Context: an optimization exercise on an open-source flow, tuned for small area, a short achievable clock period and few clock cycles. The choices shown serve that exercise and are no tape-out recipe. The RTL was checked by simulation tests, not by an equivalence proof against the original design. Power and IR drop assume default switching activity.

Setup of delta:
==> flow/design.v <==
package fleetPkg;
	localparam int boardSize = 8;
	localparam int fleetDepth = 11;
	typedef enum logic [2:0]
	{
		submarine = 3'd0,
		cruiser = 3'd1,
		seaplane = 3'd2,
		battleship = 3'd3,
		carrier = 3'd4
	} shipKindT;
endpackage
`timescale 1ns/10ps
module shipCellDecoder
(
	input logic [14:0] request,
	output logic [7:0] rowA,
	output logic [7:0] colA,
	output logic [7:0] rowB,
	output logic [7:0] colB,
	output logic onBoard
);
	logic [2:0] kind;
	logic [3:0] x;
	logic [3:0] y;
	logic direction;
	logic [1:0] orientation;
	logic straight;
	logic seaplane;
	logic atLeast2;
	logic atLeast4;
	logic is5;
	logic horizontal;
	logic vertical;
	logic [7:0] xHot;
	logic [7:0] yHot;
	logic [4:1] xStep;
	logic [4:1] yStep;
	logic xFits;
	logic yFits;
	logic seaplaneFits;
	assign kind = request[14:12];
	assign x = request[10:7];
	assign y = request[6:3];
	assign direction = request[2];
	assign orientation = request[1:0];
	assign seaplane = (kind == 3'd2);
	assign straight = (kind == 3'd0) || (kind == 3'd1) || (kind == 3'd3) || (kind == 3'd4);
	assign atLeast2 = (kind == 3'd1) || (kind == 3'd3) || (kind == 3'd4);
	assign atLeast4 = (kind == 3'd3) || (kind == 3'd4);
	assign is5 = (kind == 3'd4);
	assign horizontal = straight && !direction;
	assign vertical = straight && direction;
	assign xStep[1] = horizontal && atLeast2;
	assign xStep[2] = (horizontal && atLeast4) || (seaplane && !orientation[1]);
	assign xStep[3] = horizontal && atLeast4;
	assign xStep[4] = horizontal && is5;
	assign yStep[1] = vertical && atLeast2;
	assign yStep[2] = (vertical && atLeast4) || (seaplane && orientation[1]);
	assign yStep[3] = vertical && atLeast4;
	assign yStep[4] = vertical && is5;
	always_comb
	begin
		for (int i = 0; i < 8; i++)
		begin
			xHot[i] = (x[2:0] == 3'(i));
			yHot[i] = (y[2:0] == 3'(i));
		end
		for (int i = 0; i < 8; i++)
		begin
			colA[i] = xHot[i];
			rowA[i] = yHot[i];
			for (int s = 1; s <= 4; s++)
				if (i >= s)
				begin
					colA[i] = colA[i] || (xStep[s] && xHot[i-s]);
					rowA[i] = rowA[i] || (yStep[s] && yHot[i-s]);
				end
		end
		for (int i = 0; i < 8; i++)
		begin
			rowB[i] = 1'b0;
			colB[i] = 1'b0;
			if (i >= 1)
			begin
				rowB[i] = seaplane && orientation != 2'd1 && yHot[i-1];
				colB[i] = orientation != 2'd3 && xHot[i-1];
			end
			if (i <= 6)
			begin
				rowB[i] = rowB[i] || (seaplane && orientation == 2'd1 && yHot[i+1]);
				colB[i] = colB[i] || (orientation == 2'd3 && xHot[i+1]);
			end
		end
	end
	assign xFits = !(atLeast2 && x[2:0] == 3'd7) && !(atLeast4 && x[2:0] >= 3'd5)
		&& !(is5 && x[2:0] == 3'd4);
	assign yFits = !(atLeast2 && y[2:0] == 3'd7) && !(atLeast4 && y[2:0] >= 3'd5)
		&& !(is5 && y[2:0] == 3'd4);
	always_comb
	begin
		case (orientation)
			2'd0: seaplaneFits = x[2:0] <= 3'd5 && y[2:0] <= 3'd6;
			2'd1: seaplaneFits = x[2:0] <= 3'd5 && y[2:0] >= 3'd1;
			2'd2: seaplaneFits = x[2:0] <= 3'd6 && y[2:0] <= 3'd5;
			default: seaplaneFits = x[2:0] >= 3'd1 && y[2:0] <= 3'd5;
		endcase
	end
	assign onBoard = !x[3] && !y[3] && ((seaplane && seaplaneFits)
		|| (straight && (direction ? yFits : xFits)));
endmodule
`timescale 1ns/10ps
module overlapScanner
(
	input logic player,
	input logic [63:0] shipMask,
	input logic [63:0] occupied0,
	input logic [63:0] occupied1,
	output logic hit
);
	logic hit0;
	logic hit1;
	assign hit0 = |(shipMask & occupied0);
	assign hit1 = |(shipMask & occupied1);
	assign hit = player ? hit1 : hit0;
endmodule
`timescale 1ns/10ps
module fleetStore
(
	input logic clk,
	input logic rstN,
	input logic player,
	input logic writeStrobe,
	input logic [63:0] shipMask,
	output logic [63:0] occupied0,
	output logic [63:0] occupied1,
	output logic fleetFull
);
	logic boardValid;
	logic write0;
	logic write1;
	logic [3:0] count0;
	logic [3:0] count1;
	assign write0 = writeStrobe && !player;
	assign write1 = writeStrobe && player;
	assign fleetFull = player ? (count1 == 4'(fleetPkg::fleetDepth))
		: (count0 == 4'(fleetPkg::fleetDepth));
	always_ff @(posedge clk or negedge rstN)
	begin
		if (!rstN)
		begin
			boardValid <= 1'b0;
			count0 <= '0;
			count1 <= '0;
		end
		else
		begin
			boardValid <= 1'b1;
			if (write0)
				count0 <= count0 + 4'd1;
			if (write1)
				count1 <= count1 + 4'd1;
		end
	end
	always_ff @(posedge clk)
	begin
		occupied0 <= (occupied0 & {64{boardValid}}) | (shipMask & {64{write0}});
		occupied1 <= (occupied1 & {64{boardValid}}) | (shipMask & {64{write1}});
	end
endmodule
`timescale 1ns/10ps
module placementControl
(
	input logic clk,
	input logic rstN,
	input logic enable,
	input logic onBoard,
	input logic fleetFull,
	input logic hit,
	output logic writeStrobe,
	output logic placed,
	output logic borderConflict,
	output logic memoryConflict
);
	logic holding;
	logic placedHeld;
	logic placeNow;
	assign placeNow = onBoard && !fleetFull && !hit;
	assign writeStrobe = enable && !holding && placeNow;
	assign placed = enable && (holding ? placedHeld : placeNow);
	assign borderConflict = enable && !onBoard;
	assign memoryConflict = enable && onBoard && (holding ? !placedHeld : (fleetFull || hit));
	always_ff @(posedge clk or negedge rstN)
	begin
		if (!rstN)
		begin
			holding <= 1'b0;
			placedHeld <= 1'b0;
		end
		else
		begin
			holding <= enable;
			if (!holding)
				placedHeld <= placeNow;
		end
	end
endmodule
`timescale 1ns/10ps
module shipValidator
(
	input logic clk,
	input logic rstN,
	input logic enable,
	input logic [14:0] request,
	output logic placed,
	output logic borderConflict,
	output logic memoryConflict,
	output logic conflict
);
	logic [7:0] rowA;
	logic [7:0] colA;
	logic [7:0] rowB;
	logic [7:0] colB;
	logic onBoard;
	logic [63:0] shipMask;
	logic [63:0] occupied0;
	logic [63:0] occupied1;
	logic fleetFull;
	logic hit;
	logic writeStrobe;
	shipCellDecoder decoder
	(
		.request(request),
		.rowA(rowA),
		.colA(colA),
		.rowB(rowB),
		.colB(colB),
		.onBoard(onBoard)
	);
	always_comb
		for (int r = 0; r < 8; r++)
			for (int c = 0; c < 8; c++)
				shipMask[r*8 + c] = (rowA[r] && colA[c]) || (rowB[r] && colB[c]);
	fleetStore store
	(
		.clk(clk),
		.rstN(rstN),
		.player(request[11]),
		.writeStrobe(writeStrobe),
		.shipMask(shipMask),
		.occupied0(occupied0),
		.occupied1(occupied1),
		.fleetFull(fleetFull)
	);
	overlapScanner scanner
	(
		.player(request[11]),
		.shipMask(shipMask),
		.occupied0(occupied0),
		.occupied1(occupied1),
		.hit(hit)
	);
	placementControl control
	(
		.clk(clk),
		.rstN(rstN),
		.enable(enable),
		.onBoard(onBoard),
		.fleetFull(fleetFull),
		.hit(hit),
		.writeStrobe(writeStrobe),
		.placed(placed),
		.borderConflict(borderConflict),
		.memoryConflict(memoryConflict)
	);
	assign conflict = borderConflict | memoryConflict;
endmodule
clock: 6.0 ns
lec_check: 0
abc_area: 1
cap_margin: 20
core_margin: 2
core_utilization: 40
cts_buf_list: sky130_fd_sc_hd__clkbuf_8
cts_cluster_diameter: 40
cts_cluster_size: 10
place_density: 0.6
setup_slack_margin: 1.0
slew_margin: 20
standard.sh (not shown) runs the stock make flow with config.mk's settings and CLKGATE_MAP_FILE= SYNTH_SCRIPT=/design/flow/synth_recipe.tcl, a recipe that flattens the netlist after the stock synthesis.
==> flow/flow/run.sh <==
#!/bin/bash
# Standard synthesis, then the combinational logic mapped again for area with
# ABC (registers and their names untouched), then the standard layout steps.
set -euo pipefail
work=$(pwd)
R=$work/orfs/results/$FLOW_PLATFORM/shipValidator/base
bash standard.sh synth > standard_synth.log 2>&1
cp "$R/1_2_yosys.v" "$work/standard_1_2_yosys.v"
set -a; eval "$(make -s -C "$FLOW_HOME" DESIGN_CONFIG="$FLOW_CONFIG" print-LIB_FILES print-DONT_USE_CELLS print-ABC_DRIVER_CELL print-ABC_LOAD_IN_FF 2>/dev/null | sed -n 's/^\([A-Z_]*\): *\(.*[^ ]\) *$/\1="\2"/p')"; set +a
bash flow/remap.sh "$work/flow/abc.script" "$work/standard_1_2_yosys.v" "$R/1_2_yosys.v" > remap.log 2>&1
rm -f "$R/1_synth.odb" "$R/1_synth.sdc"
bash standard.sh finish > standard_finish.log 2>&1
==> flow/flow/abc.script <==
strash
dch
amap
topo
buffer -c
upsize -c
dnsize -c
Other scripts of this flow, unchanged in this note and not shown: flow/flow/cellmodels.py, flow/flow/remap.sh
delta: all stages complete, timing, DRC and antenna checks passed
Testbench counts of delta, summed over its fixed seeds: cycles 4,608.
## Diff of input files: gamma against delta
==> flow/flow/abc.script <==
strash
dch
map -a
topo
buffer -c
upsize -c
dnsize -c
## What came out
gamma gives more delay of the slowest critical-path stage than delta did.
Global-route met2 utilization: gamma lower than delta
Post-route clock period utilization (lower): gamma
Taking delta as the reference, in gamma share of cell area taken by flip-flops and latches increased by 2.5 points relative to the old numbers; largest driver fanout on the critical path dropped 3.
delta → gamma: instance count on the critical path saw an increase, fraction of area in multi-input gates saw an increase, number of tap cells inserted saw an increase.
The final reports for gamma and delta show wire length lower in the former.
Total length of routed met3 wires shrinks by more than a quarter when moving from delta to gamma.

---

RTL: the design.v shown in full above, as it stands there.
==> flow/config.mk <==
export PLATFORM = sky130hd
export DESIGN_NAME = shipValidator
export DESIGN_NICKNAME = shipValidator
export VERILOG_FILES = /design/flow/design.v
export SDC_FILE = /design/flow/constraint.sdc
export NUM_CORES = 4
export LEC_CHECK = 0
export ABC_AREA = 1
export CAP_MARGIN = 20
export CORE_MARGIN = 2
export CORE_UTILIZATION = 40
export GPL_TIMING_DRIVEN = 0
export PLACE_DENSITY = 0.6
export SETUP_SLACK_MARGIN = 1.5
export SLEW_MARGIN = 20
==> flow/constraint.sdc <==
create_clock -name core_clock -period 6.0 [get_ports {clk}]
set_input_delay 1.2000 -clock core_clock [delete_from_list [all_inputs] [get_ports {clk}]]
set_output_delay 1.2000 -clock core_clock [all_outputs]
set_load 0.01 [all_outputs]
run.sh (not shown) runs the stock make flow with config.mk's settings and CLKGATE_MAP_FILE= SYNTH_SCRIPT=/design/flow/synth_recipe.tcl, a recipe that flattens the netlist after the stock synthesis.
Stock flow here: none of the scripts above is used.
The baseline completed with no timing, DRC or antenna violations.
Testbench counts at the start, summed over its fixed seeds: cycles 4,608.
Rerun with:
==> flow/flow/run.sh (new file) <==
#!/bin/bash
# The standard layout, except that the port buffers are sky130_fd_sc_hd__buf_4
# cells rather than the delay buffers buffer_ports picks by default (timing repair
# keeps each cell's footprint, so it never swaps those out).
set -euo pipefail
export BUFFER_PORTS_ARGS="-buffer_cell sky130_fd_sc_hd__buf_4"
bash standard.sh "BUFFER_PORTS_ARGS=-buffer_cell sky130_fd_sc_hd__buf_4" finish > standard_finish.log 2>&1
==> flow/standard.sh (new file) <==
#!/bin/bash
# synth_recipe.tcl (not shown) runs the flow's synth.tcl, then flattens the netlist and writes it again
# the make line also repeats each setting of config.mk as NAME=value (left out here)
make -C /OpenROAD-flow-scripts/flow DESIGN_CONFIG=/design/flow/config.mk WORK_HOME=/design/flow/orfs CLKGATE_MAP_FILE= SYNTH_SCRIPT=/design/flow/synth_recipe.tcl "${@:-finish}"
- CTS_BUF_LIST: unset -> sky130_fd_sc_hd__clkbuf_8
- CTS_CLUSTER_DIAMETER: unset -> 40
- CTS_CLUSTER_SIZE: unset -> 10
- GPL_TIMING_DRIVEN: 0 -> unset
- SETUP_SLACK_MARGIN: 1.5 -> 1.0
removed: flow/run.sh
Synthesized cell count does not change.
Cell count went down by 4.0%.
Combinational power fell by 28%.
Design area falls by about 13%.
Non-clock buffer count drops by 62.
Power came out lower by about 20%.
First-iteration DRC count went down by about 10%.
Sequential cell count stays the same.
Critical path depth is unchanged.
Rerun with:
==> flow/run.sh (new file) <==
#!/bin/bash
# synth_recipe.tcl (not shown) runs the flow's synth.tcl, then flattens the netlist and writes it again
# the make line also repeats each setting of config.mk as NAME=value (left out here)
make -C /OpenROAD-flow-scripts/flow DESIGN_CONFIG=/design/flow/config.mk WORK_HOME=/design/flow/orfs CLKGATE_MAP_FILE= SYNTH_SCRIPT=/design/flow/synth_recipe.tcl finish
- CTS_BUF_LIST: sky130_fd_sc_hd__clkbuf_8 -> unset
- CTS_CLUSTER_DIAMETER: 40 -> unset
- CTS_CLUSTER_SIZE: 10 -> unset
- SETUP_SLACK_MARGIN: 1.0 -> 1.5
removed: flow/flow/run.sh
removed: flow/standard.sh
=>
- hold slack is worse by 0.0053 ns
- cell area went up by a little under a tenth
- setup slack gets better by 0.16 ns
- final cell count goes up slightly
Rerun with:
- CORE_UTILIZATION: 40 -> 65
- PLACE_DENSITY: 0.6 -> 0.8
- SETUP_SLACK_MARGIN: 1.5 -> 1.0
Count of clock-buffer cells in the layout does not change.
Wire length went down by 6.2%.
Cell count went down by 7.3%.

---

Starts from the design.v that is shown in full above.
make LEC_CHECK=0 ABC_AREA=1 CAP_MARGIN=20 CORE_MARGIN=2 CORE_UTILIZATION=40 CTS_BUF_LIST=sky130_fd_sc_hd__clkbuf_8 CTS_CLUSTER_DIAMETER=40 CTS_CLUSTER_SIZE=10 PLACE_DENSITY=0.6 SETUP_SLACK_MARGIN=1.0 SLEW_MARGIN=20 finish   # period 6.0 ns
Stock flow here: none of the scripts above is used.
Testbench counts at the start, summed over its fixed seeds: cycles 4,608.
==> next run, changes <==
- CTS_CLUSTER_DIAMETER: 40 -> 150
- CTS_CLUSTER_SIZE: 10 -> 40
- SETUP_SLACK_MARGIN: 1.0 -> 1.5
Effect: Non-clock buffer count rises by 17; worst setup slack gains 130 ps; wire length came out higher by 3.1%; final cell count went up by 1.1%; via count increases by 1.4%; final area goes up by 6.1%; fmax went up by 2.7%; synthesized cell count does not change; clock-buffer cell count stays the same.
==> next run, changes <==
- CTS_BUF_LIST: sky130_fd_sc_hd__clkbuf_8 -> not set
- CTS_CLUSTER_DIAMETER: 150 -> not set
- CTS_CLUSTER_SIZE: 40 -> not set
- SETUP_SLACK_MARGIN: 1.5 -> 1.0
What happened: The changed run finished clean. Fmax goes down by 2.9%. Total power goes up by 13%. Worst setup slack gets worse by 140 ps. Synthesized area stays the same. Cell area goes down by 4.4%. Routed wire length goes down by 2.3%. Global-route usage goes down by 0.39 points. Clock power goes up by 37%. Worst hold slack gets worse by 5.2 ps.

---

## old
Starts from the design.v that is shown in full above.
==> flow/config.mk <==
export PLATFORM = sky130hd
export DESIGN_NAME = shipValidator
export DESIGN_NICKNAME = shipValidator
export VERILOG_FILES = /design/flow/design.v
export SDC_FILE = /design/flow/constraint.sdc
export NUM_CORES = 4
export LEC_CHECK = 0
export ABC_AREA = 1
export CAP_MARGIN = 20
export CORE_MARGIN = 2
export CORE_UTILIZATION = 40
export CTS_BUF_LIST = sky130_fd_sc_hd__clkbuf_8
export CTS_CLUSTER_DIAMETER = 40
export CTS_CLUSTER_SIZE = 10
export PLACE_DENSITY = 0.6
export SETUP_SLACK_MARGIN = 1.8
export SLEW_MARGIN = 20
==> flow/constraint.sdc <==
create_clock -name core_clock -period 6.0 [get_ports {clk}]
set_input_delay 1.2000 -clock core_clock [delete_from_list [all_inputs] [get_ports {clk}]]
set_output_delay 1.2000 -clock core_clock [all_outputs]
set_load 0.01 [all_outputs]
standard.sh (not shown) runs the stock make flow with config.mk's settings and CLKGATE_MAP_FILE= SYNTH_SCRIPT=/design/flow/synth_recipe.tcl, a recipe that flattens the netlist after the stock synthesis.
==> flow/flow/run.sh <==
#!/bin/bash
# The standard synthesis, then its combinational logic replaced by the
# hand-mapped netlist that flow/gennet.py writes (every register keeps the
# standard synthesis's name, cell type and Q net), then the standard layout
# with sky130_fd_sc_hd__buf_4 port buffers.
set -euo pipefail
work=$(pwd)
R=$work/orfs/results/$FLOW_PLATFORM/shipValidator/base
bash standard.sh synth > standard_synth.log 2>&1
cp "$R/1_2_yosys.v" "$work/standard_1_2_yosys.v"
python3 flow/gennet.py "$work/standard_1_2_yosys.v" "$work/gennet_1_2_yosys.v" > gennet.log 2>&1
cp "$work/gennet_1_2_yosys.v" "$R/1_2_yosys.v"
rm -f "$R/1_synth.odb" "$R/1_synth.sdc"
export BUFFER_PORTS_ARGS="-buffer_cell sky130_fd_sc_hd__buf_4"
bash standard.sh "BUFFER_PORTS_ARGS=-buffer_cell sky130_fd_sc_hd__buf_4" finish > standard_finish.log 2>&1
Other scripts of this flow, unchanged in this note and not shown: flow/flow/gennet.py
Testbench counts of old, summed over its fixed seeds: cycles 4,608.
> inputs changed (old -> new)
diff --git a/flow/flow/run.sh b/flow/flow/run.sh
--- a/flow/flow/run.sh
+++ b/flow/flow/run.sh
@@ -14,2 +14,3 @@
 export BUFFER_PORTS_ARGS="-buffer_cell sky130_fd_sc_hd__buf_4"
-bash standard.sh "BUFFER_PORTS_ARGS=-buffer_cell sky130_fd_sc_hd__buf_4" finish > standard_finish.log 2>&1
+export CTS_ARGS="-sink_clustering_enable -repair_clock_nets -sink_clustering_size 10 -sink_clustering_max_diameter 40 -buf_list sky130_fd_sc_hd__clkbuf_8 -dont_use_dummy_load"
+bash standard.sh "BUFFER_PORTS_ARGS=-buffer_cell sky130_fd_sc_hd__buf_4" "CTS_ARGS=$CTS_ARGS" finish > standard_finish.log 2>&1
diff --git a/flow/config.mk b/flow/config.mk
--- a/flow/config.mk
+++ b/flow/config.mk
@@ -10,3 +10,3 @@
 export CORE_MARGIN = 2
-export CORE_UTILIZATION = 40
+export CORE_UTILIZATION = 55
 export CTS_BUF_LIST = sky130_fd_sc_hd__clkbuf_8
@@ -14,4 +14,4 @@
 export CTS_CLUSTER_SIZE = 10
-export PLACE_DENSITY = 0.6
-export SETUP_SLACK_MARGIN = 1.8
+export PLACE_DENSITY = 0.75
+export SETUP_SLACK_MARGIN = 1.0
 export SLEW_MARGIN = 20
## What came out
old -> new: detailed-route wire length per cell increased slightly
Final non-filler cell area was higher in the run labelled old.
[new] net count of the finished layout fell about 3% relative to old
On non-clock inverter count in the final layout, new and old are basically level.

==> static timing again, ports no longer ideal <==
The flow's constraints put no driver on any port. The routed layouts listed below were extracted and timed again, unchanged, in two steps.
Step 1: set_driving_cell puts a clkbuf_16 on clk and a buf_2 on each other input, an assumption about the parent block.
Step 2 also shifts input and output timing later by t, the mid clock arrival at the registers, as if the neighbouring blocks saw the same clock.
Three values: ideal, step 1, step 2; two values: the first two.
run | t (ns) | slack for setup (ns) | hold slack, ns | clock arrival spread, ns | pins driven straight from the clock port
delta | 0.497 | 0.412 / 0.372 / -0.075 | 0.472 / 0.472 / 0.472 | 0.014 / 0.014 | 1
gamma | 0.494 | 0.493 / 0.448 / 0.448 | 0.467 / 0.467 / 0.467 | 0.018 / 0.018 | 1
the first run of note 2 | 0.467 | 1.352 / 1.279 / 1.279 | 0.452 / 0.452 / 0.452 | 0.008 / 0.009 | 1
the second run of note 2 | 0.500 | 1.170 / 1.149 / 1.149 | 0.456 / 0.456 / 0.456 | 0.015 / 0.015 | 1
the third run of note 2 | 0.460 | 1.328 / 1.269 / 1.269 | 0.451 / 0.451 / 0.451 | 0.010 / 0.010 | 1
the fourth run of note 2 | 0.473 | 1.138 / 1.110 / 1.110 | 0.449 / 0.449 / 0.449 | 0.012 / 0.012 | 1
the first run of note 3 | 0.485 | 1.203 / 1.186 / 1.186 | 0.456 / 0.456 / 0.456 | 0.009 / 0.009 | 1
the second run of note 3 | 0.496 | 1.330 / 1.271 / 1.271 | 0.456 / 0.456 / 0.456 | 0.012 / 0.012 | 1
the third run of note 3 | 0.461 | 1.189 / 1.172 / 1.172 | 0.451 / 0.451 / 0.451 | 0.009 / 0.009 | 1
old | 0.484 | 1.173 / 1.094 / 1.094 | 0.459 / 0.459 / 0.459 | 0.015 / 0.015 | 1
new | 0.474 | 1.106 / 1.082 / 1.082 | 0.461 / 0.461 / 0.461 | 0.022 / 0.022 | 1
With both steps, setup timing fails in delta, where it was met with ideal ports. The setup slack of delta, which loses most, moves by -0.040 ns with the drivers and by -0.487 ns with both steps.
